Context: an optimization exercise on an open-source flow, tuned for small area and few clock cycles per item. The choices shown serve that exercise and are no tape-out recipe.
In this exercise RTL edits were held to simulation tests only and were not proved equivalent to the original.

==> flow/design.v, too long to show whole: its modules and the start of the top module <==
// module srgbxy_lin_rom: 1164 lines
// module srgbxy_dcsa: 32 lines
// module srgbxy_sel: 10 lines
// module srgbxy_pg7: 9 lines
// module srgbxy_selr: 48 lines
// module srgbxy_sel0: 7 lines
// module srgbxy_selt: 27 lines
// module srgbxy_csa: 12 lines
// module srgbxy_hsa: 11 lines
// module srgbxy_fa: 10 lines
// module srgbxy_ha: 9 lines
// module srgbxy_han: 9 lines
// module srgbxy_fa1: 9 lines
// module srgbxy_fa1n: 9 lines
// module srgbxy_xor2: 3 lines
// module srgbxy_xnor2: 3 lines
// module srgbxy_or2: 3 lines
// module srgbxy_nor2: 3 lines
// module srgbxy_nand2: 3 lines
// module srgbxy_cpa_tx: 312 lines
// module srgbxy_cpa_ty: 312 lines
// module srgbxy_cpa_tt: 291 lines
// module srgbxy_mul3: 12 lines
// module srgbxy_sign38: 291 lines
// module srgbxy_qsum_x: 110 lines
// module srgbxy_qsum_y: 110 lines
// module srgb_to_xy_chromaticity: 1279 lines
module srgb_to_xy_chromaticity #(
  parameter int COMPONENT_BITS  = 8,
  parameter int COORD_FRAC_BITS = 16
) (
  input  logic                      clk,
  input  logic                      rst,
  input  logic                      in_valid,
  output logic                      in_ready,
  input  logic [COMPONENT_BITS-1:0] red,
  input  logic [COMPONENT_BITS-1:0] green,
  input  logic [COMPONENT_BITS-1:0] blue,
  output logic                      out_valid,
  input  logic                      out_ready,
  output logic [srgbxy_pkg::OUT_W-1:0] chroma_x,
  output logic [srgbxy_pkg::OUT_W-1:0] chroma_y,
  output logic                      black_input
);
  // ...
==> flow/run.sh <==
#!/bin/bash
# synth_recipe.tcl (not shown) runs the flow's synth.tcl, then flattens the netlist and writes it again
# the make line also repeats each setting of config.mk as NAME=value (left out here)
make -C /OpenROAD-flow-scripts/flow DESIGN_CONFIG=/design/flow/config.mk WORK_HOME=/design/flow/orfs CLKGATE_MAP_FILE= SYNTH_SCRIPT=/design/flow/synth_recipe.tcl finish
==> flow/config.mk <==
export PLATFORM = sky130hd
export DESIGN_NAME = srgb_to_xy_chromaticity
export DESIGN_NICKNAME = srgb_to_xy_chromaticity
export VERILOG_FILES = /design/flow/design.v
export SDC_FILE = /design/flow/constraint.sdc
export NUM_CORES = 8
export LEC_CHECK = 0
export CAP_MARGIN = 20
export CORE_MARGIN = 2
export CORE_UTILIZATION = 50
export CTS_BUF_LIST = sky130_fd_sc_hd__clkbuf_4 sky130_fd_sc_hd__clkbuf_8
export CTS_CLUSTER_DIAMETER = 70
export CTS_CLUSTER_SIZE = 14
export GPL_TIMING_DRIVEN = 0
export SETUP_SLACK_MARGIN = 0.15
export SLEW_MARGIN = 20
export SYNTH_HIERARCHICAL = 1
==> flow/constraint.sdc <==
create_clock -name core_clock -period 8.0 [get_ports {clk}]
set_input_delay 1.6000 -clock core_clock [delete_from_list [all_inputs] [get_ports {clk}]]
set_output_delay 1.6000 -clock core_clock [all_outputs]
set_load 0.01 [all_outputs]
==> metrics.cfg, run 1 <==
[setup_path]
r2r_start=r1_m3_b[9]
worstPathMaxFanout=10
critical_path.top_delay_family=adder cells
crit_end=r2_y[38]
r2r_end=r2_y[38]
critPathKind=register to register
cp-end-kind=register

[clocking]
cts_tree=built
clock_latency_ps=960
holdBufCountCts=0
post_cts_resized=203
max-clock-path-buffers=3
cts_buffers=102

[global_routing]
overflow=0
grt_util_all_layers_pct=36.83

[hold_path]
hold_path_end=g_md[4].pix[21]
hold_class=register to register

[final_layout]
seq_cell_count=1099
design_area_sq_um=108500
nNetsFinal=11480
multi_input_cells=7349
clock_area_share_pct=1.854
fin_util_pct=54.20

[routing]
wl_met3_um=33800
vias=78720
ant_nets=0
top_layer=met5

[placement]
dp.cells=12200
dp_hpwl_um=299800
dp_slack_ps=-1707

[run_status]
outcome=no timing/DRC/antenna violations

[timing]
period_share_pct=97.40
post-route-worst-setup-slack_ps=208.1

[floorplan]
die_h_um=453.4
core.rowCount=164

Testbench counts, summed over its fixed seeds: cycles 16,056, items 16,000.
==> inputs of run 2 (changes only) <==
--- a/flow/design.v
+++ b/flow/design.v
@@ -1313,16 +1313,29 @@
   end
   assign ge1 = i[2] ? (e >= 7'sd6) : (e >= 7'sd4);
   assign ge0 = (i == 3'd0) ? (e >= -7'sd4) : i[2] ? (e >= -7'sd8) : (e >= -7'sd6);
   assign q[3] = ge1;
   assign q[2] = ~ge0;
   assign q[1] = ge2 | ~gem1;
   assign q[0] = (ge1 & ~ge2) | (gem1 & ~ge0);
 endmodule
+module srgbxy_pixsel (
+  input  logic       fin_v,
+  input  logic       in_order,
+  input  logic       out_valid,
+  input  logic       out_ready,
+  input  logic [7:0] rec,
+  input  logic [7:0] inp,
+  output logic [7:0] pix
+);
+  logic recirc;
+  assign recirc = fin_v & ~(in_order & (~out_valid | out_ready));
+  assign pix    = recirc ? rec : inp;
+endmodule
 module srgbxy_csa #(
   parameter int W = 8
 ) (
   input  logic [W-1:0] a,
   input  logic [W-1:0] b,
   input  logic [W-1:0] c,
   output logic [W-1:0] s,
   output logic [W-1:0] co
@@ -2899,17 +2912,22 @@
   logic [23:0] pix0;
   logic [10:0] above;
   logic [3:0]  s0;
   logic [15:0] l0_r, l0_g, l0_b;
   logic [23:0] r0_pix;
   logic [15:0] r0_r, r0_g, r0_b;
   logic [3:0]  r0_s0;
   logic        r0_v, r0_head;
-  assign pix0 = recirc ? fin_pix : {red, green, blue};
+  srgbxy_pixsel u_sel_r (.fin_v(fin_v), .in_order(in_order), .out_valid(out_valid),
+                         .out_ready(out_ready), .rec(fin_pix[23:16]), .inp(red), .pix(pix0[23:16]));
+  srgbxy_pixsel u_sel_g (.fin_v(fin_v), .in_order(in_order), .out_valid(out_valid),
+                         .out_ready(out_ready), .rec(fin_pix[15:8]), .inp(green), .pix(pix0[15:8]));
+  srgbxy_pixsel u_sel_b (.fin_v(fin_v), .in_order(in_order), .out_valid(out_valid),
+                         .out_ready(out_ready), .rec(fin_pix[7:0]), .inp(blue), .pix(pix0[7:0]));
   srgbxy_lin_rom u_lin_r (.code(pix0[23:16]), .lin(l0_r));
   srgbxy_lin_rom u_lin_g (.code(pix0[15:8]),  .lin(l0_g));
   srgbxy_lin_rom u_lin_b (.code(pix0[7:0]),   .lin(l0_b));
   logic [10:0] above_r, above_g, above_b;
   assign above_r = {pix0[23:16] >= 8'd188, pix0[23:16] >= 8'd137, pix0[23:16] >= 8'd100, pix0[23:16] >= 8'd71, pix0[23:16] >= 8'd50, pix0[23:16] >= 8'd34, pix0[23:16] >= 8'd22, pix0[23:16] >= 8'd13, pix0[23:16] >= 8'd7, pix0[23:16] >= 8'd4, pix0[23:16] >= 8'd2};
   assign above_g = {pix0[15:8] >= 8'd188, pix0[15:8] >= 8'd137, pix0[15:8] >= 8'd100, pix0[15:8] >= 8'd71, pix0[15:8] >= 8'd50, pix0[15:8] >= 8'd34, pix0[15:8] >= 8'd22, pix0[15:8] >= 8'd13, pix0[15:8] >= 8'd7, pix0[15:8] >= 8'd4, pix0[15:8] >= 8'd2};
   assign above_b = {pix0[7:0] >= 8'd188, pix0[7:0] >= 8'd137, pix0[7:0] >= 8'd100, pix0[7:0] >= 8'd71, pix0[7:0] >= 8'd50, pix0[7:0] >= 8'd34, pix0[7:0] >= 8'd22, pix0[7:0] >= 8'd13, pix0[7:0] >= 8'd7, pix0[7:0] >= 8'd4, pix0[7:0] >= 8'd2};
   assign above   = above_r | above_g | above_b;
--- a/flow/config.mk
+++ b/flow/config.mk
@@ -7,11 +7,11 @@
 export LEC_CHECK = 0
 export CAP_MARGIN = 20
 export CORE_MARGIN = 2
 export CORE_UTILIZATION = 50
 export CTS_BUF_LIST = sky130_fd_sc_hd__clkbuf_4 sky130_fd_sc_hd__clkbuf_8
 export CTS_CLUSTER_DIAMETER = 70
 export CTS_CLUSTER_SIZE = 14
 export GPL_TIMING_DRIVEN = 0
-export SETUP_SLACK_MARGIN = 0.15
+export SETUP_SLACK_MARGIN = 0.1
 export SLEW_MARGIN = 20
 export SYNTH_HIERARCHICAL = 1
==> run 2 against run 1 <==
First-iteration DRC count increased by 0.87%. Core utilization decreased by 0.26 points. Hold slack improved by 20 ps. Maximum frequency decreased by 0.56%. Wire length decreased by 1.0%. Design area decreased by 0.68%. Die area decreased by 0.34%. Largest cell class unchanged. Flip-flop and latch count unchanged. Clock-buffer cell count increased by 8.
==> metrics.cfg, run 2 <==
[run_status]
outcome=no timing/DRC/antenna violations  ; unchanged

[timing]
relSlewSlack_pct=15.37  ; was 20.52%
layout_min_cycle_time_ps=7836  ; was 7792 ps
period_share_pct=97.95  ; was 97.40%
tightest_slew_ps=1268  ; was 1184 ps
setup_violations=0  ; unchanged
fmax_mhz=127.6  ; was 128.3 MHz
rsz0062_at_grt=yes  ; unchanged
setup_tns_ps=0  ; unchanged
post-route-worst-setup-slack_ps=164.0  ; was 208.1 ps
hold_viol_final=0  ; unchanged
fin_worst_skew_ps=82.61  ; was 115.2 ps
drv_slew=0  ; unchanged

[clocking]
max-clock-path-buffers=3  ; unchanged
cts_buffers=102  ; unchanged
clock-sinks=1099  ; unchanged
cts_tree=built  ; unchanged
clock_latency_ps=900  ; was 960 ps
root_buffer=clkbuf_8  ; unchanged
cts_max_level=3  ; unchanged
holdBufCountCts=0  ; unchanged
clk_pin_slew_worst_paths_ps=90  ; about the same

[hold_path]
hold_class=register to register  ; unchanged
min-delay-start=r0_pix[12]  ; was g_md[2].pix[21]
min_path_cells=0  ; unchanged
hold_path_end=r1_pix[12]  ; was g_md[4].pix[21]

[final_layout]
fin_util_pct=53.94  ; was 54.20%
seq_area_sq_um=22540  ; was 22530 sq um
finalNonFillerCells=12280  ; was 12400
drive_above_1_share_pct=17.45  ; was 17.21%
nNetsFinal=11360  ; was 11480
layout_commonest_cell=fa_1  ; unchanged
final_cell_mix=fa_1, dfxtp_1, xnor2_1, nor2_1, a22oi_2  ; unchanged
multi_input_area_sq_um=72720  ; was 73200 sq um
area_growth_pct=7.152  ; was 7.511%
fillers=17730  ; was 17560

[routing]
via_per_inst=6.306  ; was 6.351
avgRoutedWirePerCell_um=31.00  ; was 31.04 um
drtIter0Drc=8226  ; was 8155
firstDrtPassIters=6  ; was 9
finalWirelength_um=380800  ; was 384700 um
ant_nets=0  ; unchanged
vias=77450  ; was 78720
drc=0  ; unchanged

[floorplan]
io_pins=63  ; unchanged
die_w_um=452.6  ; was 453.4 um
die_h_um=452.6  ; was 453.4 um
dieArea_sq_um=204800  ; was 205500 sq um
initial_core_util_pct=50.34  ; was 50.41%
core.rowCount=164  ; unchanged
core-area_sq_um=199900  ; was 200300 sq um

[setup_path]
reg2regPathDepth=20  ; was 19
cpPeakStageDelay_ps=1120  ; was 1040 ps
r2r_end=r2_x[34]  ; was r2_y[38]
r2r_start=r1_m3_b[9]  ; unchanged
critPathKind=register to register  ; unchanged
crit_slowest_cell=dfxtp_1  ; unchanged
crit_chain=ha_1, fa_1, fa_1, fa_1, fa_1, ha_1, nand2_1, nor2_1, o2111ai_2, a211oi_4, o311ai_2, a32oi_2, a21oi_1, xnor2_1, clkbuf_4, nor2b_4, nor2_2, buf_4, buf_2, mux2i_1  ; was ha_1, fa_1, fa_1, fa_1, fa_1, ha_1, nand2_1, nor2_1, o2111ai_2, a211oi_4, o311ai_2, a32oi_2, xor2_1, nor2b_2, nor2_2, mux2i_1, nand2_1, o21ai_0, o21ai_0
critical_path.top_delay_family=adder cells  ; unchanged
cp-end-kind=register  ; unchanged
crit_top_cell=fa_1  ; unchanged
critPathRequiredTime_ps=8740  ; was 8720 ps
critPathArrivalTime_ps=8580  ; was 8520 ps
startpoint_type=register  ; unchanged
worstPathMaxFanout=10  ; unchanged
r2r_setup_slack_ps=160  ; was 210 ps
path_buf_inv=3  ; was 0

[placement]
port_buffers=62  ; was 58
dp.cells=12090  ; was 12200
gp_congestion=1.049  ; was 1.020
dp_slack_ps=-1151  ; was -1707 ps
dp_hpwl_um=295800  ; was 299800 um

[global_routing]
grt_max_degree=42  ; unchanged
grt_antenna_before_repair=12  ; was 18
grt_first_pass_wirelength_um=549000  ; was 554700 um
overflow=0  ; unchanged
grt_pass1_vias=79650  ; was 80570
grt_util_all_layers_pct=36.60  ; was 36.83%

[flow_run]
max_cap_viol_count=0  ; unchanged

[yosys]
synth_warnings=9  ; unchanged
syn-instance-count=9325  ; was 9439
netlist_area_sq_um=100600  ; was 101000 sq um
synth.avg_cell_area_sq_um=10.79  ; was 10.70 sq um

==> run 2: worst reg2reg max path, stage by stage (launching register included) <==
cell and delay [ps]:
dfxtp_1 1120, ha_1 420, fa_1 480, fa_1 550
fa_1 520, fa_1 490, ha_1 410, nand2_1 80
nor2_1 170, o2111ai_2 300, a211oi_4 500, o311ai_2 150
a32oi_2 350, a21oi_1 140, xnor2_1 350, clkbuf_4 290
nor2b_4 90, nor2_2 230, buf_4 240, buf_2 420
mux2i_1 380
==> run 2: worst max path at each step <==
stage | start | to | slack, ps | cells past startpoint
2_1_floorplan | r2_t[33] | g_md[2].qx[0] | 150 | 31
3_3_place_gp | r2_t[34] | g_md[2].qy[1] | -2050 | 30
3_5_place_dp | r1_m3_r[6] | r2_y[20] | -1150 | 21
4_1_cts | r2_y[35] | g_md[2].qy[1] | 100 | 31
5_1_grt | r2_x[37] | g_md[2].qx[0] | 2 | 34
6_report | r1_m3_b[9] | r2_x[34] | 160 | 20
==> run 2: cell type report <==
| class | count | share of cell area [%] |
|---|---|---|
| Clock buffer | 119 | 1.479 |
| Sequential cell | 1099 | 20.90 |
| Inverter | 469 | 1.635 |
| Multi-Input combinational cell | 7255 | 67.46 |
| Antenna cell | 5 | 0.01161 |
| Clock inverter | 34 | 0.3435 |
| Buffer | 537 | 4.111 |
| Timing Repair Buffer | 108 | 0.9749 |
| Tap cell | 2656 | 3.083 |
==> run 2: timing repair <==
action,in CTS,in global routing
buffers inserted,23,15
endpoints found under the setup margin,136,99
resized for setup,156,69
pin swaps,17,28
hold endpoints to repair,0,0
==> run 2: routing by layer <==
layer / vias to the layer above / share of wire, % / global-route usage [%]
li1: 33250 / - / -
met1: 39130 / 39 / 45.50
met2: 3953 / 46 / 58.76
met3: 1104 / 8.5 / 8.056
met4: 12 / 6.8 / 20.91
met5: - / 0.021 / 0
==> run 2: stage by stage <==
step	instance area, sq um	hold slack [ps]
2_1_floorplan	100700	309.6
3_3_place_gp	104700	309.9
3_5_place_dp	104900	312.1
4_1_cts	107500	290.4
5_1_grt	107800	287.1
6_report	107800	305.5
Testbench counts of run 2, summed over its fixed seeds: cycles 16,056, items 16,000.
==> inputs of run 3 (changes only) <==
==> flow/flow/run.sh (new file) <==
#!/bin/bash
# Layout: the standard flow (standard.sh), except that synthesis maps the
# logic with ABC but leaves out ABC's final buffering and gate sizing (the
# lines after &put in ORFS's abc_speed.script), so gates start at their
# smallest size and the layout's repair steps size and buffer only where
# timing or slew needs it. Everything else in synthesis is the standard flow's own
# synth_recipe.tcl, so the registers are the standard synthesis's.
set -euo pipefail
W="$(pwd)"

cat > "$W/flow_synth.tcl" <<EOT
proc abc {args} {
  set i [lsearch -exact \$args -script]
  if {\$i >= 0} { lset args [expr {\$i + 1}] {$W/flow/abc_map.script} }
  yosys abc {*}\$args
}
source {$W/synth_recipe.tcl}
EOT

sed "s#SYNTH_SCRIPT=[^ ]*#SYNTH_SCRIPT=$W/flow_synth.tcl#" standard.sh > standard_synth.sh
grep -q "SYNTH_SCRIPT=$W/flow_synth.tcl" standard_synth.sh

bash standard_synth.sh synth > synth.log 2>&1
bash standard.sh > layout.log 2>&1
==> flow/flow/abc_map.script (new file) <==
&get -n
&st
&dch
&nf -a
&put
==> flow/standard.sh (new file) <==
#!/bin/bash
# synth_recipe.tcl (not shown) runs the flow's synth.tcl, then flattens the netlist and writes it again
# the make line also repeats each setting of config.mk as NAME=value (left out here)
make -C /OpenROAD-flow-scripts/flow DESIGN_CONFIG=/design/flow/config.mk WORK_HOME=/design/flow/orfs CLKGATE_MAP_FILE= SYNTH_SCRIPT=/design/flow/synth_recipe.tcl "${@:-finish}"
removed: flow/run.sh
==> run 3 against run 2 <==
Still clean. Flip-flop and latch count did not move. Wire length fell by 17%. Clock skew rose by 0.89 ps. Synthesized cell count fell by 6.6%. First-iteration DRC count fell by 19%. Core utilization rose by 1.9 points. Cell count fell by 6.2%. Maximum frequency rose by 0.33%. Global-route usage fell by 3.3 points.
==> metrics.cfg, run 3 <==
[run_status]
outcome=no timing/DRC/antenna violations  ; unchanged

[global_routing]
grt_util_met1_pct=41.16  ; was 45.50%
grt_antenna_before_repair=5  ; was 12
grt_pass1_vias=73460  ; was 79650
overflow=0  ; unchanged
grt_max_degree=123  ; was 42
gr-usage-met2_pct=56.01  ; was 58.76%
grt_util_all_layers_pct=33.30  ; was 36.60%
grt-busiest-layer=met2  ; unchanged
use_met3_pct=5.290  ; was 8.056%
grt_first_pass_wirelength_um=471300  ; was 549000 um

[setup_path]
startpoint_type=register  ; unchanged
cp-end-kind=register  ; unchanged
critPathRequiredTime_ps=8800  ; was 8740 ps
critPathArrivalTime_ps=8610  ; was 8580 ps
cpPeakStageDelay_ps=520  ; was 1120 ps
critPathKind=register to register  ; unchanged
crit_top_cell=ha_1  ; was fa_1
crit_slowest_cell=fa_1  ; was dfxtp_1
reg2regPathDepth=34  ; was 20
worstPathMaxFanout=19  ; was 10

[floorplan]
core-area_sq_um=182500  ; was 199900 sq um
initial_core_util_pct=50.17  ; was 50.34%
io_pins=63  ; unchanged
die_w_um=431.9  ; was 452.6 um
core.rowCount=157  ; was 164
die_h_um=431.9  ; was 452.6 um
dieArea_sq_um=186500  ; was 204800 sq um

[routing]
avgRoutedWirePerCell_um=27.41  ; was 31.00 um
ant_nets=0  ; unchanged
drc=0  ; unchanged
finalWirelength_um=315700  ; was 380800 um
firstDrtPassIters=6  ; unchanged
drtIter0Drc=6625  ; was 8226
via_per_inst=6.282  ; was 6.306
vias=72360  ; was 77450

[yosys]
synth_warnings=9  ; unchanged
syn-instance-count=8709  ; was 9325
synth.avg_cell_area_sq_um=10.51  ; was 10.79 sq um
netlist_area_sq_um=91550  ; was 100600 sq um

[placement]
port_buffers=62  ; unchanged
dp_hpwl_um=229700  ; was 295800 um
gp_congestion=0.9705  ; was 1.049
dp_slack_ps=-1647  ; was -1151 ps
dpl_cell_area_sq_um=97330  ; was 104900 sq um

[final_layout]
nNetsFinal=10870  ; was 11360
multi_input_area_sq_um=69300  ; was 72720 sq um
fillers=15890  ; was 17730
final_cell_mix=fa_1, dfxtp_1, xnor2_1, a22oi_1, a21oi_1  ; was fa_1, dfxtp_1, xnor2_1, nor2_1, a22oi_2
seq_area_sq_um=22620  ; was 22540 sq um
drive_above_1_share_pct=8.006  ; was 17.45%
layout_commonest_cell=fa_1  ; unchanged
design_area_sq_um=102000  ; was 107800 sq um
area_growth_pct=11.39  ; was 7.152%

[timing]
relSlewSlack_pct=15.59  ; was 15.37%
period_share_pct=97.63  ; was 97.95%
tightest_slew_ps=1255  ; was 1268 ps
layout_min_cycle_time_ps=7810  ; was 7836 ps
hold_viol_final=0  ; unchanged
setup_violations=0  ; unchanged
drv_slew=0  ; unchanged
post-route-worst-setup-slack_ps=189.5  ; was 164.0 ps
rsz0062_at_grt=yes  ; unchanged
fmax_mhz=128.0  ; was 127.6 MHz
fin_worst_skew_ps=83.50  ; was 82.61 ps

[clocking]
cts_tree=built  ; unchanged
cts_max_level=3  ; unchanged
max-clock-path-buffers=3  ; unchanged
holdBufCountCts=0  ; unchanged
cts_buffers=102  ; unchanged
clock_latency_ps=920  ; was 900 ps
root_buffer=clkbuf_8  ; unchanged
clk_pin_slew_worst_paths_ps=90  ; about the same
clock-sinks=1099  ; unchanged

[flow_run]
max_cap_viol_count=0  ; unchanged

[hold_path]
hold_class=register to register  ; unchanged
min_path_cells=0  ; unchanged

==> run 3: path summary, 6_finish.rpt <==
kind | startpoint | slack (ps) | end
hold / removal | g_md[4].pix[5] | 290 | g_md[6].pix[5]
hold reg to reg | g_md[4].pix[5] | 290 | g_md[6].pix[5]
setup reg to reg | r2_t[33] | 190 | g_md[2].qy[0]
setup / recovery | r2_t[33] | 190 | g_md[2].qy[0]
==> run 3: cell type report <==
cell class | count | area share, %
Inverter | 428 | 1.594
Timing Repair Buffer | 225 | 3.071
Multi-Input combinational cell | 7193 | 67.96
Sequential cell | 1099 | 22.18
Clock inverter | 33 | 0.4761
Tap cell | 2385 | 2.926
Buffer | 35 | 0.2724
Antenna cell | 3 | 0.007362
Clock buffer | 118 | 1.513
==> run 3: repair_timing <==
| action | 4_1_cts | 5_1_grt |
|---|---|---|
| cloned | 7 | 2 |
| resized for setup | 136 | 197 |
| endpoints found under the setup margin | 112 | 38 |
| pin swaps | 20 | 46 |
| buffers inserted | 51 | 43 |
==> run 3: metrics by stage <==
step / TNS [ps] / utilization [%] / hold WS (ps) / cells
6_report: 0 / 55.88 / 285.9 / 11520
5_1_grt: -140.1 / 55.87 / 308.7 / 11520
4_1_cts: 0 / 55.11 / 266.8 / 11470
3_5_place_dp: -35710 / 53.34 / 312.1 / 11260
3_3_place_gp: -517690 / 52.37 / 309.7 / 11190
2_1_floorplan: -9310 / - / 309.6 / 8746
==> run 3: critical path, delay by kind of cell, from the launching register on <==
kind	cells	cell delay [ps]
flops	1	400
compound gates	11	2120
buf+inv	4	710
simple gates	9	2130
fa+ha+maj	6	1780
xor+xnor	4	550
==> run 3: routing by layer <==
layer  share of wire, %  wire length (um)  vias to the layer above
met5             0.0076                24                        -
li1                   -                 -                    31860
met4                6.2             19710                        4
met3                6.5             20500                      820
met2                 48            151000                     3042
met1                 39            124500                    36640
==> inputs of run 4 (changes only) <==
==> flow/flow/abc_map.script (replaced) <==
&get -n
&st
&dch
&nf
&st
&syn2
&if -g -K 6
&synch2
&nf -a
&put
==> run 4 against run 3 <==
Critical endpoint is now g_md[2].qx[1]. Non-clock buffer count rose by 35. Clock-buffer cell count grew 4. Highest routed layer unchanged. Synthesized cell count is 0.85% lower. Register-to-register slack better by 50 ps. Global-route usage down 0.45 points. Clock skew is 5.8 ps lower. Die area grew 0.51%. Hold slack better by 32 ps. Still clean on timing, DRC and antenna. Area after synthesis increased by 0.52%. Cell count is 0.43% higher.
==> metrics.cfg, run 4 <==
[run_status]
outcome=no timing/DRC/antenna violations  ; unchanged

[clocking]
clk_pin_slew_worst_paths_ps=90  ; about the same
max-clock-path-buffers=3  ; unchanged
clock-sinks=1099  ; unchanged
cts_buffers=105  ; was 102
cts_tree=built  ; unchanged
clock_latency_ps=930  ; was 920 ps
holdBufCountCts=0  ; unchanged
cts_max_level=3  ; unchanged
root_buffer=clkbuf_8  ; unchanged

[setup_path]
worstPathMaxFanout=6  ; was 19
cpPeakStageDelay_ps=500  ; was 520 ps
crit_top_cell=buf_4  ; was ha_1
startpoint_type=register  ; unchanged
crit_slowest_cell=fa_1  ; unchanged
critPathKind=register to register  ; unchanged
critPathArrivalTime_ps=8570  ; was 8610 ps
critPathRequiredTime_ps=8800  ; about the same
cp-end-kind=register  ; unchanged
reg2regPathDepth=37  ; was 34

[timing]
relSlewSlack_pct=15.93  ; was 15.59%
hold_viol_final=0  ; unchanged
setup_violations=0  ; unchanged
drv_slew=0  ; unchanged
rsz0062_at_grt=yes  ; unchanged
period_share_pct=97.05  ; was 97.63%
layout_min_cycle_time_ps=7764  ; was 7810 ps
fmax_mhz=128.8  ; was 128.0 MHz
hold_ws_ps=317.7  ; was 285.9 ps
tightest_slew_ps=1261  ; was 1255 ps
fin_worst_skew_ps=77.73  ; was 83.50 ps

[routing]
via_per_inst=6.292  ; was 6.282
drc=0  ; unchanged
ant_nets=0  ; unchanged
firstDrtPassIters=6  ; unchanged
finalWirelength_um=310700  ; was 315700 um
drtIter0Drc=7016  ; was 6625
avgRoutedWirePerCell_um=26.86  ; was 27.41 um
vias=72780  ; was 72360

[flow_run]
max_cap_viol_count=0  ; unchanged

[placement]
port_buffers=62  ; unchanged
dp_hpwl_um=220600  ; was 229700 um
gp_congestion=0.9596  ; was 0.9705
dpl_cell_area_sq_um=98220  ; was 97330 sq um

[global_routing]
grt_max_degree=132  ; was 123
grt_util_all_layers_pct=32.85  ; was 33.30%
grt_first_pass_wirelength_um=468300  ; was 471300 um
grt_antenna_before_repair=8  ; was 5
grt_pass1_vias=73590  ; was 73460
overflow=0  ; unchanged

[final_layout]
fillers=16010  ; was 15890
drive_above_1_share_pct=8.254  ; was 8.006%
layout_commonest_cell=fa_1  ; unchanged
nNetsFinal=10830  ; was 10870
final_cell_mix=fa_1, dfxtp_1, xnor2_1, a22oi_1, clkinv_1  ; was fa_1, dfxtp_1, xnor2_1, a22oi_1, a21oi_1
design_area_sq_um=102600  ; was 102000 sq um
area_growth_pct=11.44  ; was 11.39%

[hold_path]
hold_class=register to register  ; unchanged
min_path_cells=0  ; unchanged

[floorplan]
core-area_sq_um=182900  ; was 182500 sq um
die_h_um=433.0  ; was 431.9 um
io_pins=63  ; unchanged
initial_core_util_pct=50.32  ; was 50.17%
core.rowCount=157  ; unchanged
dieArea_sq_um=187500  ; was 186500 sq um
die_w_um=433.0  ; was 431.9 um

[yosys]
synth.avg_cell_area_sq_um=10.66  ; was 10.51 sq um
netlist_area_sq_um=92020  ; was 91550 sq um
synth_warnings=9  ; unchanged
syn-instance-count=8635  ; was 8709

## run 4: cell count changes in the layout (fill, tap and decap cells not counted), sizes merged, moves of 45 or more
cell,before,now
a211oi,58,119
a21oi,548,465
a31oi,98,36
mux2i,248,293
nand2,496,424
o21ai,445,397
xnor2,801,731
## run 4: what timing repair did
action / 4_1_cts / 5_1_grt
buffers inserted: 60 / 60
endpoints found under the setup margin: 130 / 58
pin swaps: 26 / 74
gates resized for setup: 101 / 160
gates cloned: 7 / 0
## run 4: final timing paths
| kind | slack, ps | startpoint | endpoint |
|---|---|---|---|
| worst max-delay path | 240 | r2_x[37] | g_md[2].qx[1] |
| worst min-delay path | 320 | r1_pix[6] | r2_pix[6] |
| worst max register to register | 240 | r2_x[37] | g_md[2].qx[1] |
| worst min register to register | 320 | r1_pix[6] | r2_pix[6] |
## run 4: metal layers
| layer | track usage, % | wire, um |
|---|---|---|
| met3 | 6.923 | 26990 |
| met2 | 50.53 | 137800 |
| met5 | 0 | 42 |
| met4 | 13.88 | 14000 |
| met1 | 44.95 | 131800 |
## run 4: layout make-up
type,count,area [sq um],share of cell area (%)
clock inverters,38,414.1,0.4038
multi-input cells,7073,69270,67.55
inverters,472,1794,1.750
plain buffers,35,277.8,0.2709
flip-flops and latches,1099,22620,22.05
well taps,2464,3083,3.006
clock buffers,122,1604,1.564
repair buffers,260,3476,3.389
diodes,5,12.51,0.01220
## run 4: metrics by stage
stage	worst slack (ps)	TNS (ps)	util, %	cells
after floorplan	-216.6	-1129	-	8672
after global placement	-3876	-494050	52.62	11200
after detailed placement	-1505	-67030	53.71	11280
after CTS	-54.70	-54.70	55.34	11500
after global routing	-150.9	-185.8	56.07	11560
final	236.1	0	56.08	11570
## run 4: worst max-delay path, delay by kind of cell (launching register included)
kind                       cells  cell delay (ps)
AOI/OAI and AO/OA             11             2310
xor gates and xnor gates       4              520
adders and majority gates      6             1860
buffers and inverters          7             1030
DFF                            1              390
and+or+nand+nor                9             1530
==> inputs of run 5 (changes only) <==
==> flow/flow/abc_map.script (replaced) <==
&get -n
&st
&dch
&nf
&st
&syn2
&if -g -K 6
&synch2
&nf
&st
&syn2
&if -g -K 6
&synch2
&nf
&st
&syn2
&if -g -K 6
&synch2
&nf
&st
&syn2
&if -g -K 6
&synch2
&nf
&st
&syn2
&if -g -K 6
&synch2
&nf
&put
==> run 5 against run 4 <==
Hold slack got worse by 44 ps. Wire length rose by 0.43%. Non-clock buffer count rose by 9. Register-to-register slack improved by 20 ps. Clock skew rose by 18 ps. Synthesized cell count rose by 2.2%. Worst setup slack improved by 23 ps. Global-route usage fell by 0.55 points. Sequential share of layout area rose by 0.064 points. Critical endpoint is now r2_y[38]. Highest routed layer unchanged.
==> metrics.cfg, run 5 <==
[run_status]
outcome=no timing/DRC/antenna violations  ; unchanged

[routing]
top_layer=met5  ; unchanged
firstDrtPassIters=6  ; unchanged
wl_met3_um=25680  ; was 26990 um
wl_met1_um=134200  ; was 131800 um
via_per_inst=6.260  ; was 6.292
ant_nets=0  ; unchanged
avgRoutedWirePerCell_um=26.51  ; was 26.86 um
wl_met2_um=140300  ; was 137800 um
vias=73690  ; was 72780
drtIter0Drc=7296  ; was 7016
finalWirelength_um=312000  ; was 310700 um
drc=0  ; unchanged

[yosys]
synth.avg_cell_area_sq_um=10.54  ; was 10.66 sq um
synth_warnings=9  ; unchanged
netlist_area_sq_um=92960  ; was 92020 sq um
syn-instance-count=8821  ; was 8635

[setup_path]
critPathArrivalTime_ps=8470  ; was 8570 ps
worstPathMaxFanout=24  ; was 6
critPathRequiredTime_ps=8730  ; was 8800 ps
startpoint_type=register  ; unchanged
cp-end-kind=register  ; unchanged
critPathKind=register to register  ; unchanged

[clocking]
cts_tree=built  ; unchanged
max-clock-path-buffers=3  ; unchanged
clock_latency_ps=920  ; was 930 ps
cts_buffers=102  ; was 105
holdBufCountCts=0  ; unchanged
root_buffer=clkbuf_8  ; unchanged
cts_max_level=3  ; unchanged
clock-sinks=1099  ; unchanged
clk_pin_slew_worst_paths_ps=100  ; was 90 ps

[timing]
tightest_slew_ps=1168  ; was 1261 ps
layout_min_cycle_time_ps=7741  ; was 7764 ps
hold_viol_final=0  ; unchanged
relSlewSlack_pct=21.31  ; was 15.93%
setup_tns_ps=0  ; unchanged
drv_slew=0  ; unchanged
period_share_pct=96.76  ; was 97.05%
hold_ws_ps=274.0  ; was 317.7 ps
post-route-worst-setup-slack_ps=258.9  ; was 236.1 ps
fin_worst_skew_ps=95.68  ; was 77.73 ps
setup_violations=0  ; unchanged
rsz0062_at_grt=yes  ; unchanged
fmax_mhz=129.2  ; was 128.8 MHz

[placement]
dpl_cell_area_sq_um=98760  ; was 98220 sq um
port_buffers=62  ; unchanged
dp_hpwl_um=224900  ; was 220600 um
dp_slack_ps=-1511  ; was -1505 ps
gp_congestion=0.9572  ; was 0.9596

[final_layout]
drive_above_1_share_pct=7.377  ; was 8.254%
nNetsFinal=11020  ; was 10830
fillers=16370  ; was 16010
design_area_sq_um=102700  ; was 102600 sq um
layout_commonest_cell=fa_1  ; unchanged
area_growth_pct=10.42  ; was 11.44%
final_cell_mix=fa_1, dfxtp_1, xnor2_1, a22oi_1, nor2_1  ; was fa_1, dfxtp_1, xnor2_1, a22oi_1, clkinv_1

[floorplan]
die_w_um=435.2  ; was 433.0 um
io_pins=63  ; unchanged
die_h_um=435.2  ; was 433.0 um
dieArea_sq_um=189400  ; was 187500 sq um
initial_core_util_pct=50.24  ; was 50.32%
core-area_sq_um=185000  ; was 182900 sq um
core.rowCount=158  ; was 157

[global_routing]
grt_max_degree=126  ; was 132
grt_antenna_before_repair=8  ; unchanged
grt_pass1_vias=73840  ; was 73590
grt_first_pass_wirelength_um=471600  ; was 468300 um
grt_util_all_layers_pct=32.30  ; was 32.85%
overflow=0  ; unchanged

[flow_run]
max_cap_viol_count=0  ; unchanged

[hold_path]
hold_class=register to register  ; unchanged

## run 5: changes by cell type in the layout (fill, tap and decap cells not counted), moves of 29 or more
cell,previous run,this run
a21oi_1,453,380
dfxtp_4,47,77
nand2_1,413,384
nand2b_1,70,112
nor2_1,378,529
o211ai_1,72,101
o21ai_0,384,430
o22ai_1,29,58
## run 5: layout make-up
type | instances | area (sq um) | area share (%)
Timing Repair Buffer | 269 | 3264 | 3.180
Sequential cell | 1099 | 22710 | 22.12
Clock inverter | 31 | 304.0 | 0.2962
Clock buffer | 124 | 1619 | 1.577
Multi-Input combinational cell | 7259 | 69580 | 67.79
Inverter | 469 | 1785 | 1.739
Buffer | 35 | 270.3 | 0.2633
Tap cell | 2480 | 3103 | 3.023
Antenna cell | 6 | 15.01 | 0.01463
## run 5: metrics by stage
step	instances	util, %
3_5_place_dp	11460	53.37
5_1_grt	11770	55.47
2_1_floorplan	8858	-
3_3_place_gp	11400	52.49
4_1_cts	11670	54.87
6_report	11770	55.48
## run 5: what timing repair did
item | 4_1_cts | 5_1_grt
endpoints found under the setup margin | 132 | 75
pin swaps | 18 | 15
resized for setup | 113 | 89
setup buffers | 44 | 100
cloned | 5 | 0
## run 5: final timing paths
check	start	cells past startpoint	to	slack, ps
max reg2reg	r1_b[5]	23	r2_y[38]	260
min reg2reg	g_md[2].dy[22]	0	g_md[4].dy[22]	270
min	g_md[2].dy[22]	0	g_md[4].dy[22]	270
max	r1_b[5]	23	r2_y[38]	260
## run 5: worst max-delay path: stages (launching register included)
cell       delay, ps
dfxtp_4          570
fa_1             510
fa_1             490
fa_1             550
fa_1             530
fa_1             490
ha_1             370
nand2_1           90
nor2_1           230
o2111ai_2        300
a211oi_4         270
buf_4            190
o311ai_4         130
a32oi_4          340
xor2_1           530
nor2b_4          510
nor2_4            80
buf_12           180
buf_16           180
buf_12           170
buf_16           180
mux2_1           340
mux2i_1          140
o21ai_0           80
## run 5: per-layer routing
layer | global-route usage, % | vias to the layer above
met3 | 6.114 | 602
met1 | 44.37 | 37330
met5 | 0 | -
li1 | - | 32620
met2 | 51.07 | 3135
met4 | 11.37 | 8
==> inputs of run 6 (changes only) <==
--- a/flow/flow/run.sh
+++ b/flow/flow/run.sh
@@ -2,6 +2,5 @@
 # Layout: the standard flow (standard.sh), except that synthesis maps the
-# logic with ABC but leaves out ABC's final buffering and gate sizing (the
-# lines after &put in ORFS's abc_speed.script), so gates start at their
-# smallest size and the layout's repair steps size and buffer only where
-# timing or slew needs it. Everything else in synthesis is the standard flow's own
+# logic with ABC for area (flow/abc_map.script) and leaves out ABC's
+# buffering and gate sizing, so gates start at their smallest size and the
+# layout's repair steps size and buffer only where timing or slew needs it. Everything else in synthesis is the standard flow's own
 # synth_recipe.tcl, so the registers are the standard synthesis's.
==> flow/flow/abc_map.script (replaced) <==
&get -n
&st
&dch
&nf -a
&put
==> run 6 against run 5 <==
Maximum frequency is 0.89% lower. Synthesized cell count is 1.3% lower. Flip-flop and latch count is the same. Design area is 0.66% lower. Register-to-register slack worse by 70 ps. Critical path depth grew 11. Global-route usage grew 1.0 points. First-iteration DRC count is 9.2% lower. Clock-buffer cell count decreased by 6. Clock skew shrank 12 ps. Critical path type unchanged.
==> metrics.cfg, run 6 <==
[clocking]
clk_pin_slew_worst_paths_ps=90  ; was 100 ps
holdBufCountCts=0  ; unchanged
cts_buffers=102  ; unchanged
clock-sinks=1099  ; unchanged
cts_tree=built  ; unchanged
clock_latency_ps=920  ; about the same
root_buffer=clkbuf_8  ; unchanged
max-clock-path-buffers=3  ; unchanged
cts_max_level=3  ; unchanged

[global_routing]
grt_antenna_before_repair=5  ; was 8
grt_util_all_layers_pct=33.30  ; was 32.30%
use_met3_pct=5.290  ; was 6.114%
grt_util_met1_pct=41.16  ; was 44.37%
grt_max_degree=123  ; was 126
grt_first_pass_wirelength_um=471300  ; was 471600 um
grt-busiest-layer=met2  ; unchanged
grt_pass1_vias=73460  ; was 73840
gr-usage-met2_pct=56.01  ; was 51.07%
overflow=0  ; unchanged

[final_layout]
seq_area_sq_um=22620  ; was 22710 sq um
fin_util_pct=55.88  ; was 55.48%
layout_commonest_cell=fa_1  ; unchanged
area_growth_pct=11.39  ; was 10.42%
fillers=15890  ; was 16370
final_cell_mix=fa_1, dfxtp_1, xnor2_1, a22oi_1, a21oi_1  ; was fa_1, dfxtp_1, xnor2_1, a22oi_1, nor2_1
nNetsFinal=10870  ; was 11020
multi_input_area_sq_um=69300  ; was 69580 sq um
drive_above_1_share_pct=8.006  ; was 7.377%

[routing]
ant_nets=0  ; unchanged
drtIter0Drc=6625  ; was 7296
vias=72360  ; was 73690
avgRoutedWirePerCell_um=27.41  ; was 26.51 um
finalWirelength_um=315700  ; was 312000 um
drc=0  ; unchanged
via_per_inst=6.282  ; was 6.260
firstDrtPassIters=6  ; unchanged

[placement]
dp_slack_ps=-1647  ; was -1511 ps
port_buffers=62  ; unchanged
gp_congestion=0.9705  ; was 0.9572
dp_hpwl_um=229700  ; was 224900 um

[setup_path]
path_buf_inv=4  ; was 5
critPathArrivalTime_ps=8610  ; was 8470 ps
worstPathMaxFanout=19  ; was 24
crit_slowest_cell=fa_1  ; was dfxtp_4
critPathRequiredTime_ps=8800  ; was 8730 ps
cp-end-kind=register  ; unchanged
critical_path.top_delay_family=simple AND/OR/NAND/NOR gates  ; was adder cells
crit_top_cell=ha_1  ; was fa_1
cpPeakStageDelay_ps=520  ; was 570 ps
critPathKind=register to register  ; unchanged
startpoint_type=register  ; unchanged

[timing]
fin_worst_skew_ps=83.50  ; was 95.68 ps
layout_min_cycle_time_ps=7810  ; was 7741 ps
setup_violations=0  ; unchanged
drv_slew=0  ; unchanged
setup_tns_ps=0  ; unchanged
post-route-worst-setup-slack_ps=189.5  ; was 258.9 ps
relSlewSlack_pct=15.59  ; was 21.31%
tightest_slew_ps=1255  ; was 1168 ps
hold_viol_final=0  ; unchanged
rsz0062_at_grt=yes  ; unchanged
fmax_mhz=128.0  ; was 129.2 MHz
period_share_pct=97.63  ; was 96.76%

[floorplan]
io_pins=63  ; unchanged
core-area_sq_um=182500  ; was 185000 sq um
core.rowCount=157  ; was 158
die_w_um=431.9  ; was 435.2 um
die_h_um=431.9  ; was 435.2 um
dieArea_sq_um=186500  ; was 189400 sq um
initial_core_util_pct=50.17  ; was 50.24%

[yosys]
synth_warnings=9  ; unchanged
synth.avg_cell_area_sq_um=10.51  ; was 10.54 sq um
netlist_area_sq_um=91550  ; was 92960 sq um
syn-instance-count=8709  ; was 8821

[flow_run]
max_cap_viol_count=0  ; unchanged

[hold_path]
hold_class=register to register  ; unchanged

[run_status]
outcome=no timing/DRC/antenna violations  ; unchanged

## run 6: changes by cell type in the layout (fill, tap and decap cells not counted), moves of 37 or more
| cell | delta |
|---|---|
| a31oi_1 | +40 |
| nand2_1 | +99 |
| a211oi_1 | -69 |
| xnor2_1 | +49 |
| nor2_1 | -103 |
| mux2i_1 | -45 |
| buf_4 | -59 |
| a21oi_1 | +154 |
| nor2b_1 | -44 |
| nand2b_1 | -50 |
| dfxtp_2 | +37 |
## run 6: worst paths after layout
kind | from | end | slack, ps | cells past startpoint
worst max register to register | r2_t[33] | g_md[2].qy[0] | 190 | 34
worst min register to register | g_md[4].pix[5] | g_md[6].pix[5] | 290 | 0
worst max-delay path | r2_t[33] | g_md[2].qy[0] | 190 | 34
worst min-delay path | g_md[4].pix[5] | g_md[6].pix[5] | 290 | 0
## run 6: cell type report
class,instances,area share [%]
well taps,2385,2.926
clock inverters,33,0.4761
inverters,428,1.594
flip-flops and latches,1099,22.18
clock buffers,118,1.513
plain buffers,35,0.2724
multi-input cells,7193,67.96
diodes,3,0.007362
repair buffers,225,3.071
## run 6: repair_timing
item,CTS,global route
resized for setup,136,197
setup buffers,51,43
hold endpoints to repair,0,0
pin swaps,20,46
setup endpoints to repair,112,38
gates cloned,7,2
## run 6: worst reg2reg max path: cells and delay by family (launching register included)
family,cells,cell delay (ps)
buffers and inverters,4,710
XOR/XNOR,4,560
flip-flops,1,400
adder cells (fa/ha/maj),6,1780
AND/OR/NAND/NOR,9,2130
AO/OA/AOI/OAI,11,2130
## run 6: through the flow
stage,hold slack (ps),area (sq um),instances
finish,285.9,102000,11520
global route,308.7,102000,11520
CTS,266.8,100600,11470
floorplan,309.6,91970,8746
global placement,309.7,95580,11190
detailed placement,312.1,97330,11260
## run 6: metal layers
layer | vias up | share of wire, %
met5 | - | 0.0076
met4 | 4 | 6.2
met3 | 820 | 6.5
met2 | 3042 | 48
met1 | 36640 | 39
li1 | 31860 | -
==> inputs of run 7 (changes only) <==
--- a/flow/config.mk
+++ b/flow/config.mk
@@ -9,3 +9,3 @@
 export CORE_MARGIN = 2
-export CORE_UTILIZATION = 50
+export CORE_UTILIZATION = 62
 export CTS_BUF_LIST = sky130_fd_sc_hd__clkbuf_4 sky130_fd_sc_hd__clkbuf_8
==> run 7 against run 6 <==
Still clean on timing, DRC and antenna. Hold slack better by 2.5 ps. Clock skew is 3.9 ps higher. Wire length fell by 5.3%. Critical path depth shrank 15. Synthesized cell count unchanged. Cell count is 4.0% lower. Die area is 19% lower. Highest routed layer unchanged. Area after synthesis is the same. Clock-buffer cell count is 3 lower. Sequential share of layout area up 0.21 points.
==> metrics.cfg, run 7 <==
[setup_path]
crit_chain=fa_1, fa_1, fa_1, fa_1, fa_1, ha_1, nand2_1, o21ai_1, a31oi_1, o21ai_1, a41oi_2, o21ai_0, xor2_2, a21oi_4, buf_16, buf_16, buf_16, mux2i_1, mux2i_1
cpPeakStageDelay_ps=990  ; was 520 ps
cp-end-kind=register  ; unchanged
r2r_start=r1_b[10]  ; was r2_t[33]
critPathArrivalTime_ps=8600  ; was 8610 ps
critPathKind=register to register  ; unchanged
startpoint_type=register  ; unchanged
r2r_end=r2_t[10]  ; was g_md[2].qy[0]
crit_end=r2_t[10]  ; was g_md[2].qy[0]
crit_slowest_cell=dfxtp_1  ; was fa_1
critPathRequiredTime_ps=8760  ; was 8800 ps
worstPathMaxFanout=22  ; was 19
reg2regPathDepth=19  ; was 34
crit_top_cell=fa_1  ; was ha_1
r2r_setup_slack_ps=150  ; was 190 ps
cp-startpoint=r1_b[10]  ; was r2_t[33]

[global_routing]
grt_max_degree=123  ; unchanged
grt_antenna_before_repair=11  ; was 5
grt_util_met1_pct=49.44  ; was 41.16%
grt-busiest-layer=met2  ; unchanged
gr-usage-met2_pct=61.56  ; was 56.01%
grt_first_pass_wirelength_um=451300  ; was 471300 um
overflow=0  ; unchanged
grt_pass1_vias=74370  ; was 73460
grt_util_all_layers_pct=38.88  ; was 33.30%
use_met3_pct=9.342  ; was 5.290%

[routing]
vias=74010  ; was 72360
ant_nets=0  ; unchanged
via_per_inst=6.696  ; was 6.282
drc=0  ; unchanged
drtIter0Drc=8409  ; was 6625
finalWirelength_um=298800  ; was 315700 um
firstDrtPassIters=6  ; unchanged
avgRoutedWirePerCell_um=27.04  ; was 27.41 um

[floorplan]
die_h_um=388.3  ; was 431.9 um
core-area_sq_um=147100  ; was 182500 sq um
dieArea_sq_um=150800  ; was 186500 sq um
core.rowCount=141  ; was 157
die_w_um=388.3  ; was 431.9 um
io_pins=63  ; unchanged
initial_core_util_pct=62.22  ; was 50.17%

[flow_run]
max_cap_viol_count=0  ; unchanged

[placement]
dpl_cell_area_sq_um=96500  ; was 97330 sq um
port_buffers=62  ; unchanged
dp_hpwl_um=215700  ; was 229700 um
dp_slack_ps=-1389  ; was -1647 ps
gp_congestion=1.024  ; was 0.9705

[timing]
tightest_slew_ps=1283  ; was 1255 ps
setup_violations=0  ; unchanged
relSlewSlack_pct=14.45  ; was 15.59%
drv_slew=0  ; unchanged
fmax_mhz=127.4  ; was 128.0 MHz
fin_worst_skew_ps=87.39  ; was 83.50 ps
period_share_pct=98.08  ; was 97.63%
hold_viol_final=0  ; unchanged
layout_min_cycle_time_ps=7847  ; was 7810 ps
setup_tns_ps=0  ; unchanged
rsz0062_at_grt=yes  ; unchanged
post-route-worst-setup-slack_ps=153.3  ; was 189.5 ps

[final_layout]
design_area_sq_um=100800  ; was 102000 sq um
area_growth_pct=10.15  ; was 11.39%
fillers=11240  ; was 15890
drive_above_1_share_pct=7.579  ; was 8.006%
layout_commonest_cell=fa_1  ; unchanged
nNetsFinal=10860  ; was 10870
fin_util_pct=68.54  ; was 55.88%
final_cell_mix=fa_1, dfxtp_1, xnor2_1, a22oi_1, a21oi_1  ; unchanged

[clocking]
clock_latency_ps=920  ; about the same
holdBufCountCts=0  ; unchanged
max-clock-path-buffers=3  ; unchanged
cts_max_level=3  ; unchanged
clk_pin_slew_worst_paths_ps=90  ; about the same
cts_tree=built  ; unchanged
root_buffer=clkbuf_8  ; unchanged
clock-sinks=1099  ; unchanged
cts_buffers=102  ; unchanged

[run_status]
outcome=no timing/DRC/antenna violations  ; unchanged

[yosys]
netlist_area_sq_um=91550  ; unchanged
synth.avg_cell_area_sq_um=10.51  ; unchanged
synth_warnings=9  ; unchanged
syn-instance-count=8709  ; unchanged

[hold_path]
min_path_cells=0  ; unchanged
hold_class=register to register  ; unchanged

==> run 7: cell count changes in the layout (fill, tap and decap cells not counted), moves of 5 or more <==
cell / change
buf_16: -9
buf_4: -6
dfxtp_4: -6
dfxtp_2: -15
o311ai_1: +5
dfxtp_1: +21
==> run 7: per-layer routing <==
layer,share of wire (%),routed length [um]
met1,38,112600
met2,46,136500
met3,10,30750
met4,6.3,18920
met5,0.018,55
==> run 7: stage by stage <==
stage	instances	hold slack, ps
2_1_floorplan	8746	309.6
3_3_place_gp	10740	309.8
3_5_place_dp	10800	312.1
4_1_cts	11010	289.0
5_1_grt	11050	305.4
6_report	11050	288.4
==> run 7: timing repair <==
item                                    4_1_cts  5_1_grt
endpoints found under the setup margin       97       43
resized for setup                            98      203
pin swaps                                    22       51
buffers inserted                             50       38
cloned                                        9        0
==> run 7: worst min path at each step <==
stage                 startpoint         endpoint  slack, ps
floorplan                r2_head     g_md[2].head        310
global placement      r2_pix[16]  g_md[2].pix[16]        310
detailed placement    r2_pix[11]  g_md[2].pix[11]        310
CTS                 g_md[2].head     g_md[4].head        290
global route        g_md[2].head     g_md[4].head        310
finish              g_md[2].head     g_md[4].head        290
==> run 7: area by class of cell <==
class	count	area, sq um	area share, %
timing repair buffer	211	2841	2.818
clock inverter	36	462.9	0.4591
inverter	428	1622	1.608
buffer	35	281.5	0.2792
clock buffer	115	1508	1.495
multi-input combinational	7193	69120	68.54
antenna	6	15.01	0.01489
tap	1930	2415	2.395
sequential	1099	22580	22.39
==> run 7: worst max-delay path, delay by kind of cell, from the launching register on <==
family | cells | cell delay, ps
muxes | 2 | 540
AOI/OAI and AO/OA | 6 | 1630
xor gates and xnor gates | 1 | 730
buffers and inverters | 3 | 580
DFF | 1 | 990
and+or+nand+nor | 1 | 150
adders and majority gates | 6 | 3020
==> inputs of run 8 (changes only) <==
--- a/flow/flow/run.sh
+++ b/flow/flow/run.sh
@@ -4,4 +4,6 @@
 # buffering and gate sizing, so gates start at their smallest size and the
-# layout's repair steps size and buffer only where timing or slew needs it. Everything else in synthesis is the standard flow's own
-# synth_recipe.tcl, so the registers are the standard synthesis's.
+# layout's repair steps size and buffer only where timing or slew needs it.
+# Everything else in synthesis is the standard flow's own synth_recipe.tcl, so the
+# registers are the standard synthesis's. After global routing, ORFS's power
+# recovery (RECOVER_POWER) downsizes gates on paths with slack to spare.
 set -euo pipefail
@@ -21,3 +23,6 @@
 
+sed 's#"\${@:-finish}"#RECOVER_POWER=100 "${@:-finish}"#' standard.sh > standard_layout.sh
+grep -q "RECOVER_POWER=100" standard_layout.sh
+
 bash standard_synth.sh synth > synth.log 2>&1
-bash standard.sh > layout.log 2>&1
+bash standard_layout.sh > layout.log 2>&1
--- a/flow/config.mk
+++ b/flow/config.mk
@@ -9,3 +9,3 @@
 export CORE_MARGIN = 2
-export CORE_UTILIZATION = 62
+export CORE_UTILIZATION = 50
 export CTS_BUF_LIST = sky130_fd_sc_hd__clkbuf_4 sky130_fd_sc_hd__clkbuf_8
==> run 8 against run 7 <==
The layout now fails its checks (capacitance limit, slew limit). Sequential share of layout area is 0.17 points lower. Via count is 2.4% lower. Hold slack worse by 2.4 ps. Die area up 24%.
==> metrics.cfg, run 8 <==
[timing]
setup_violations=0  ; unchanged
period_share_pct=97.64  ; was 98.08%
setup_tns_ps=0  ; unchanged
rsz0062_at_grt=yes  ; unchanged
drv_slew=182  ; was 0
hold_ws_ps=286.0  ; was 288.4 ps
fin_worst_skew_ps=87.25  ; was 87.39 ps
hold_viol_final=0  ; unchanged
relSlewSlack_pct=-41.59  ; was 14.45%
fmax_mhz=128.0  ; was 127.4 MHz
layout_min_cycle_time_ps=7812  ; was 7847 ps
tightest_slew_ps=2124  ; was 1283 ps
post-route-worst-setup-slack_ps=188.4  ; was 153.3 ps

[final_layout]
final_cell_mix=fa_1, dfxtp_1, xnor2_1, a22oi_1, a21oi_1  ; unchanged
fillers=15920  ; was 11240
drive_above_1_share_pct=7.568  ; was 7.579%
layout_commonest_cell=fa_1  ; unchanged
nNetsFinal=10870  ; was 10860
fin_util_pct=55.78  ; was 68.54%
finalNonFillerCells=11520  ; was 11050
area_growth_pct=11.19  ; was 10.15%

[global_routing]
grt_first_pass_wirelength_um=471300  ; was 451300 um
grt_util_all_layers_pct=33.30  ; was 38.88%
grt_antenna_before_repair=5  ; was 11
grt_pass1_vias=73460  ; was 74370
overflow=0  ; unchanged
grt_max_degree=123  ; unchanged

[clocking]
clock-sinks=1099  ; unchanged
clk_pin_slew_worst_paths_ps=90  ; about the same
cts_max_level=3  ; unchanged
holdBufCountCts=0  ; unchanged
cts_buffers=102  ; unchanged
root_buffer=clkbuf_8  ; unchanged
cts_tree=built  ; unchanged
clock_latency_ps=930  ; was 920 ps
max-clock-path-buffers=3  ; unchanged

[routing]
ant_nets=0  ; unchanged
finalWirelength_um=315600  ; was 298800 um
via_per_inst=6.269  ; was 6.696
drc=0  ; unchanged
drtIter0Drc=6570  ; was 8409
vias=72220  ; was 74010
avgRoutedWirePerCell_um=27.39  ; was 27.04 um
firstDrtPassIters=6  ; unchanged

[setup_path]
cp-end-kind=register  ; unchanged
worstPathMaxFanout=11  ; was 22
startpoint_type=register  ; unchanged
critPathRequiredTime_ps=8790  ; was 8760 ps
crit_slowest_cell=fa_1  ; was dfxtp_1
critPathKind=register to register  ; unchanged
cpPeakStageDelay_ps=530  ; was 990 ps
r2r_setup_slack_ps=190  ; was 150 ps
critPathArrivalTime_ps=8600  ; about the same

[yosys]
synth_warnings=9  ; unchanged
syn-instance-count=8709  ; unchanged
netlist_area_sq_um=91550  ; unchanged
synth.avg_cell_area_sq_um=10.51  ; unchanged

[floorplan]
core-area_sq_um=182500  ; was 147100 sq um
die_h_um=431.9  ; was 388.3 um
initial_core_util_pct=50.17  ; was 62.22%
die_w_um=431.9  ; was 388.3 um
io_pins=63  ; unchanged
dieArea_sq_um=186500  ; was 150800 sq um
core.rowCount=157  ; was 141

[placement]
dp_slack_ps=-1647  ; was -1389 ps
dp_hpwl_um=229700  ; was 215700 um
port_buffers=62  ; unchanged
gp_congestion=0.9705  ; was 1.024
dp.cells=11260  ; was 10800

[run_status]
so_faults=capacitance limit, slew limit
outcome=failed layout checks  ; was no timing/DRC/antenna violations

[hold_path]
hold_class=register to register  ; unchanged

[flow_run]
max_cap_viol_count=6  ; was 0

## run 8: path summary, 6_finish.rpt
kind,from,endpoint,cells after the start
max,r2_t[33],g_md[2].qy[0],32
min,g_md[4].pix[5],g_md[6].pix[5],0
max reg2reg,r2_t[33],g_md[2].qy[0],32
min reg2reg,g_md[4].pix[5],g_md[6].pix[5],0
## run 8: layout make-up
cell class | instances | area, sq um | share of cell area (%)
multi-input combinational | 7193 | 69190 | 67.98
sequential | 1099 | 22610 | 22.22
timing repair buffer | 225 | 3055 | 3.002
tap | 2385 | 2984 | 2.932
inverter | 428 | 1625 | 1.597
clock buffer | 118 | 1543 | 1.516
clock inverter | 33 | 485.5 | 0.4769
buffer | 35 | 277.8 | 0.2729
antenna | 5 | 12.51 | 0.01229
## run 8: critical path: cells and delay by family, from the launching register on
| kind | cells | cell delay, ps |
|---|---|---|
| compound gates | 13 | 2810 |
| xor+xnor | 4 | 570 |
| fa+ha+maj | 5 | 1710 |
| buf+inv | 3 | 500 |
| flops | 1 | 400 |
| simple gates | 7 | 1700 |
## run 8: metal layers
metal	share of wire [%]	track usage, %
met4	6.3	17.61
met2	48	56.01
met3	6.6	5.290
met5	0.0076	0
met1	39	41.16
## run 8: what timing repair did
action                                 4_1_cts  5_1_grt
setup endpoints to repair                  112       38
pin swaps                                   20       46
resized for setup                          136      197
buffers inserted                            51       43
cloned                                       7        2
endpoints found under the hold margin        0        0
## run 8: through the flow
stage                     instance area (sq um)
final                                    101800
after CTS                                100600
after detailed placement                  97330
after global placement                    95580
after global routing                     101800
after floorplan                           91970

## separate check: timing with driven ports
Ports are ideal in the flow. The routed layouts listed here were re-timed in OpenROAD. Step 1 assumes that a clkbuf_16 drives the clock port and a buf_2 every other input. Step 2, shift: input delay + t, output delay - t, t = (earliest + latest rising clock arrival at the registers) / 2. This alone moves slack from input paths to output paths. Three values: ideal ports, drivers, drivers and shift; two values: the first two.
| run | t, ns | setup slack, ns | slew at the worst register clock pin (ns) | pins driven straight from the clock port |
|---|---|---|---|---|
| run 1 | 0.988 | 0.208 / 0.208 / -0.513 | 0.10 / 0.10 | 1 |
| run 2 | 0.944 | 0.164 / 0.164 / 0.164 | 0.10 / 0.10 | 1 |
| run 3 | 0.960 | 0.190 / 0.190 / -0.269 | 0.10 / 0.10 | 1 |
| run 4 | 0.980 | 0.236 / 0.236 / 0.236 | 0.10 / 0.10 | 1 |
| run 5 | 0.954 | 0.259 / 0.259 / 0.259 | 0.10 / 0.10 | 1 |
| run 6 | 0.960 | 0.190 / 0.190 / -0.269 | 0.10 / 0.10 | 1 |
| run 7 | 0.959 | 0.153 / 0.153 / -0.305 | 0.10 / 0.10 | 1 |
| run 8 | 0.960 | 0.188 / 0.188 / -0.302 | 0.10 / 0.10 | 1 |
The setup slack of run 1, which loses most, moves by 0.000 ns with the drivers and by -0.721 ns with both steps.
